Context: an optimization exercise on an open-source flow, tuned for small area. The choices shown serve that exercise and are no tape-out recipe. At most, simulation tests tie the RTL to the original design; equivalence was not proved.

Setup of willow:
Design rgb_to_hsl_converter_core, start of the top module:
module rgb_to_hsl_converter_core #(
  parameter int HUE_BITS = 12
) (
  input  logic                clk,
  input  logic                rst,
  input  logic                start,
  output logic                busy,
  input  logic [23:0]         pixel,
  output logic                done,
  output logic [HUE_BITS-1:0] hue,
  output logic [7:0]          saturation,
  output logic [7:0]          lightness,
  output logic                achromatic
);
Settings: LEC_CHECK=0, ABC_AREA=1, CAP_MARGIN=20, CORE_MARGIN=2, CORE_UTILIZATION=40, CTS_CLUSTER_DIAMETER=100, CTS_CLUSTER_SIZE=24, SLEW_MARGIN=20; clock period 5.5 ns.
standard.sh (not shown) runs the stock make flow with config.mk's settings and CLKGATE_MAP_FILE= SYNTH_SCRIPT=/design/flow/synth_recipe.tcl, a recipe that flattens the netlist after the stock synthesis.
==> flow/flow/run.sh <==
#!/bin/bash
# The standard layout (standard.sh) with two changes:
#  - synthesis maps the logic with the ABC script below (choice computation
#    with -f, mapping, buffering and downsizing, but no upsizing) instead of
#    ORFS's abc_area.script; registers are untouched, as ABC runs after they
#    are mapped, and the rest of ORFS's synthesis is the same;
#  - every port is buffered by a buf_1 instead of the delay buffer that
#    buffer_ports picks by default.
# Each tool's full output lands in make.log and under orfs/logs/.
set -euo pipefail
rm -rf scripts
cp -r "$FLOW_HOME/scripts" scripts
printf '%s\n' 'strash' 'dch -f' 'map -B 0.9' 'topo' 'stime -c' 'buffer -c' 'dnsize -c' > scripts/abc_area.script
bash standard.sh SCRIPTS_DIR="$PWD/scripts" BUFFER_PORTS_ARGS="-buffer_cell sky130_fd_sc_hd__buf_1" finish > make.log 2>&1
Changes in xenon relative to willow:
Settings: CTS_CLUSTER_SIZE now 32, was 24; CTS_CLUSTER_DIAMETER now 120, was 100.
--- outcome ---
xenon was carried through to the last stage, and its layout satisfied the timing, design-rule and antenna checks.
Diff willow..xenon | number of hold buffers added after cts | unchanged
xenon has worst setup slack above what willow had.
Function was not checked in any run of this note: the RTL went through the layout flow alone.

========
Another version of the RTL of rgb_to_hsl_converter_core (not shown whole).
Size: ~2200 cells after synthesis, roughly 58 I/O pins, roughly 0.015 mm2 of cells after synthesis.
==> flow/config.mk <==
export PLATFORM = sky130hd
export DESIGN_NAME = rgb_to_hsl_converter_core
export DESIGN_NICKNAME = rgb_to_hsl_converter_core
export VERILOG_FILES = /design/flow/design.v
export SDC_FILE = /design/flow/constraint.sdc
export NUM_CORES = 4
export LEC_CHECK = 0
export ABC_AREA = 1
export CAP_MARGIN = 20
export CORE_MARGIN = 2
export CORE_UTILIZATION = 40
export CTS_CLUSTER_DIAMETER = 120
export CTS_CLUSTER_SIZE = 32
export SLEW_MARGIN = 20
==> flow/constraint.sdc <==
create_clock -name core_clock -period 5.5 [get_ports {clk}]
set_input_delay 1.1000 -clock core_clock [delete_from_list [all_inputs] [get_ports {clk}]]
set_output_delay 1.1000 -clock core_clock [all_outputs]
set_load 0.01 [all_outputs]
Scripts as last shown in full above: flow/flow/run.sh
Change:
==> flow/flow/run.sh (replaced) <==
#!/bin/bash
# The standard layout (standard.sh) with two changes:
#  - synthesis maps with ABC's area-oriented script below instead of ORFS's
#    abc_area.script (registers are untouched: they are mapped before ABC runs);
#  - every port is buffered by a buf_1 instead of the delay buffer that
#    buffer_ports picks by default.
# Each tool's full output lands in make.log and under orfs/logs/.
set -euo pipefail
rm -rf scripts
cp -r "$FLOW_HOME/scripts" scripts
printf '%s\n' 'strash' 'dc2' 'dch -f' 'map -B 0.9' 'topo' 'stime -c' 'buffer -c' 'upsize -c' 'dnsize -c' > scripts/abc_area.script
bash standard.sh SCRIPTS_DIR="$PWD/scripts" BUFFER_PORTS_ARGS="-buffer_cell sky130_fd_sc_hd__buf_1" finish > make.log 2>&1
Settings changed: CTS_CLUSTER_DIAMETER 120 to 100, CTS_CLUSTER_SIZE 32 to 24.
With this change the flow produced a layout that fails on negative setup slack.
Clock skew shrinks by 5.7 ps.
Final area came out higher by about a fifth.
Area after synthesis shrinks by a few percent.
Cell count increases by a few percent.
Wire length increases by a quarter to a third.
Synthesized cell count drops by a little under a tenth.
First-iteration DRC count went up by a quarter to a third.
Change:
--- a/flow/flow/run.sh
+++ b/flow/flow/run.sh
@@ -9,4 +9,4 @@
 rm -rf scripts
 cp -r "$FLOW_HOME/scripts" scripts
-printf '%s\n' 'strash' 'dc2' 'dch -f' 'map -B 0.9' 'topo' 'stime -c' 'buffer -c' 'upsize -c' 'dnsize -c' > scripts/abc_area.script
+printf '%s\n' strash "dch -f" "map -D 4600" topo 'stime -c' 'buffer -c' 'upsize -c' 'dnsize -c' > scripts/abc_area.script
 bash standard.sh SCRIPTS_DIR="$PWD/scripts" BUFFER_PORTS_ARGS="-buffer_cell sky130_fd_sc_hd__buf_1" finish > make.log 2>&1
The changed run ran to the end with violations: negative setup slack.
Worst hold slack improves by 4.3 ps.
Area after synthesis increases by a few percent.
Wire length went down by roughly a tenth.
Count of clock-buffer cells in the layout came out higher by 3.
Worst setup slack improved by 570 ps.
Non-clock buffer count went down by 135.
Clock skew climbs by 19 ps.
Change:
==> flow/flow/run.sh (replaced) <==
#!/bin/bash
# The standard layout (standard.sh) with two changes:
#  - synthesis maps the logic with the ABC script below (choice computation
#    with -f, mapping, buffering and downsizing, but no upsizing) instead of
#    ORFS's abc_area.script; registers are untouched, as ABC runs after they
#    are mapped, and the rest of ORFS's synthesis is the same;
#  - every port is buffered by a buf_1 instead of the delay buffer that
#    buffer_ports picks by default.
# Each tool's full output lands in make.log and under orfs/logs/.
set -euo pipefail
rm -rf scripts
cp -r "$FLOW_HOME/scripts" scripts
printf '%s\n' 'strash' 'dch -f' 'map -B 0.9' 'topo' 'stime -c' 'buffer -c' 'dnsize -c' > scripts/abc_area.script
bash standard.sh SCRIPTS_DIR="$PWD/scripts" BUFFER_PORTS_ARGS="-buffer_cell sky130_fd_sc_hd__buf_1" finish > make.log 2>&1
Settings changed: GPL_TIMING_DRIVEN set to 0.
=> With this change the flow ran to the end with no violations; wire length fell by 12%; register-to-register slack improved by 940 ps; final cell count fell by 0.47%; setup slack improved by 910 ps; count of clock-buffer cells in the layout stays the same; core utilization fell by 6.7 points; worst hold slack got worse by 8.3 ps.
Change:
==> flow/flow/run.sh (replaced) <==
#!/bin/bash
# The standard layout (standard.sh) with two changes:
#  - synthesis maps with ABC's area-oriented script below instead of ORFS's
#    abc_area.script (registers are untouched: they are mapped before ABC runs);
#  - every port is buffered by a buf_1 instead of the delay buffer that
#    buffer_ports picks by default.
# Each tool's full output lands in make.log and under orfs/logs/.
set -euo pipefail
rm -rf scripts
cp -r "$FLOW_HOME/scripts" scripts
printf '%s\n' strash "dch" "amap" topo 'stime -c' 'buffer -c' 'upsize -c' 'dnsize -c' > scripts/abc_area.script
bash standard.sh SCRIPTS_DIR="$PWD/scripts" BUFFER_PORTS_ARGS="-buffer_cell sky130_fd_sc_hd__buf_1" finish > make.log 2>&1
Settings changed: GPL_TIMING_DRIVEN 0 to not set.
Outcome:
- The changed run finished but fails on negative setup slack
- area after synthesis drops by 6.4%
- routed wire length climbs by 29%
- die area drops by 6.3%
- via count climbs by 18%
- register-to-register slack gets worse by 2500 ps
- final cell count climbs by 9.6%
- hold slack gets better by 9.9 ps
- final area climbs by 29%
- global-route usage climbs by 4.4 points
Change:
--- a/flow/flow/run.sh
+++ b/flow/flow/run.sh
@@ -9,4 +9,4 @@
 rm -rf scripts
 cp -r "$FLOW_HOME/scripts" scripts
-printf '%s\n' strash "dch" "amap" topo 'stime -c' 'buffer -c' 'upsize -c' 'dnsize -c' > scripts/abc_area.script
+printf '%s\n' strash "dch -f" "map -D 4300" topo 'stime -c' 'buffer -c' 'upsize -c' 'dnsize -c' > scripts/abc_area.script
 bash standard.sh SCRIPTS_DIR="$PWD/scripts" BUFFER_PORTS_ARGS="-buffer_cell sky130_fd_sc_hd__buf_1" finish > make.log 2>&1
After rerunning:
- The new run finished clean
- count of clock-buffer cells in the layout climbs by 1
- via count drops by 15%
- routed wire length drops by 17%
- global-route usage drops by 4.4 points

========
rgb_to_hsl_converter_core, a different RTL version from the one above (not shown whole).
For scale: about 58 I/O pins, roughly 0.015 sq mm of cells after synthesis.
==> flow/config.mk <==
export PLATFORM = sky130hd
export DESIGN_NAME = rgb_to_hsl_converter_core
export DESIGN_NICKNAME = rgb_to_hsl_converter_core
export VERILOG_FILES = /design/flow/design.v
export SDC_FILE = /design/flow/constraint.sdc
export NUM_CORES = 4
export LEC_CHECK = 0
export ABC_AREA = 1
export CAP_MARGIN = 20
export CORE_MARGIN = 2
export CORE_UTILIZATION = 55
export CTS_BUF_LIST = sky130_fd_sc_hd__clkbuf_4 sky130_fd_sc_hd__clkbuf_8
export SLEW_MARGIN = 20
==> flow/constraint.sdc <==
create_clock -name core_clock -period 5.5 [get_ports {clk}]
set_input_delay 1.1000 -clock core_clock [delete_from_list [all_inputs] [get_ports {clk}]]
set_output_delay 1.1000 -clock core_clock [all_outputs]
set_load 0.01 [all_outputs]
run.sh (not shown) runs the stock make flow with config.mk's settings and CLKGATE_MAP_FILE= SYNTH_SCRIPT=/design/flow/synth_recipe.tcl, a recipe that flattens the netlist after the stock synthesis.
Stock flow here: none of the scripts above is used.
The starting point completed with no timing, DRC or antenna violations.
Next try:
- CORE_UTILIZATION: 55 -> 40
- CTS_BUF_LIST: sky130_fd_sc_hd__clkbuf_4 sky130_fd_sc_hd__clkbuf_8 -> unset
- CTS_CLUSTER_DIAMETER: unset -> 100
- CTS_CLUSTER_SIZE: unset -> 24
Effect: Final area fell slightly. Die area rose by well over a third. Critical path depth rose by 3. Synthesized area is unchanged. Worst setup slack gets worse by 0.054 ns. Register-to-register slack gets worse by 0.05 ns. Sequential share of layout area rose by 0.48 points.
Next try:
- CTS_CLUSTER_DIAMETER: 100 -> 80
- CTS_CLUSTER_SIZE: 24 -> 30
After rerunning:
- The changed run passed the timing, design-rule and antenna checks
- wire length rises slightly
- worst setup slack gets worse by 0.050 ns
- cell count stays flat
- via count came out higher slightly
- first-iteration DRC count decreases slightly
Next try:
- CTS_CLUSTER_DIAMETER: 80 -> unset
- CTS_CLUSTER_SIZE: 30 -> unset
The new run went through all stages and came out clean.
Design area went up by 1.9%.
Setup slack improves by 0.051 ns.
Die area does not change.
Final cell count rises by 0.76%.
Clock skew rises by 0.014 ns.
Utilization rises by 0.84 points.
Non-clock buffer count is unchanged.

-- re-timing with driven ports --
How much do the figures lean on ideal ports? The routed layouts below were timed once more, with nothing changed but the port constraints.
Step 1: set_driving_cell puts a clkbuf_16 on clk and a buf_2 on each other input, an assumption about the parent block.
Step 2 adds t to the input delays and takes it off the output delays; t is the mean of the earliest and latest rising clock arrival at the registers after step 1. Input paths then give back, and output paths get back, about the clock's delay inside the block.
a / b / c = ideal / step 1 / step 2; a / b = the first two.
run	t (ns)	setup slack, ns	latest minus earliest clock arrival (ns)	slew at the worst register clock pin (ns)	worst slew at a driven data input, ns
willow	0.509	0.657 / 0.657 / 0.296	0.011 / 0.012	0.09 / 0.09	0.05
xenon	0.513	0.664 / 0.664 / 0.292	0.025 / 0.024	0.12 / 0.12	0.05
the first run of note 2	0.511	0.574 / 0.574 / 0.468	0.018 / 0.018	0.11 / 0.11	0.04
the second run of note 2	0.526	-0.924 / -0.924 / -0.924	0.013 / 0.013	0.10 / 0.10	0.04
the third run of note 2	0.519	-0.352 / -0.352 / -0.352	0.032 / 0.032	0.10 / 0.10	0.04
the fourth run of note 2	0.516	0.556 / 0.578 / 0.061	0.021 / 0.021	0.09 / 0.09	0.05
the fifth run of note 2	0.540	-1.900 / -1.900 / -1.900	0.021 / 0.021	0.09 / 0.09	0.05
the sixth run of note 2	0.518	0.242 / 0.242 / 0.242	0.018 / 0.019	0.09 / 0.09	0.03
the first run of note 3	0.580	0.527 / 0.527 / 0.067	0.022 / 0.022	0.07 / 0.07	0.04
the second run of note 3	0.515	0.473 / 0.473 / 0.173	0.016 / 0.016	0.09 / 0.09	0.04
the third run of note 3	0.520	0.423 / 0.423 / 0.168	0.018 / 0.019	0.10 / 0.10	0.04
the fourth run of note 3	0.564	0.474 / 0.474 / 0.170	0.032 / 0.031	0.06 / 0.06	0.04
For the fourth run of note 2, which loses most, drivers alone change the setup slack by +0.022 ns; drivers and shift together by -0.495 ns.
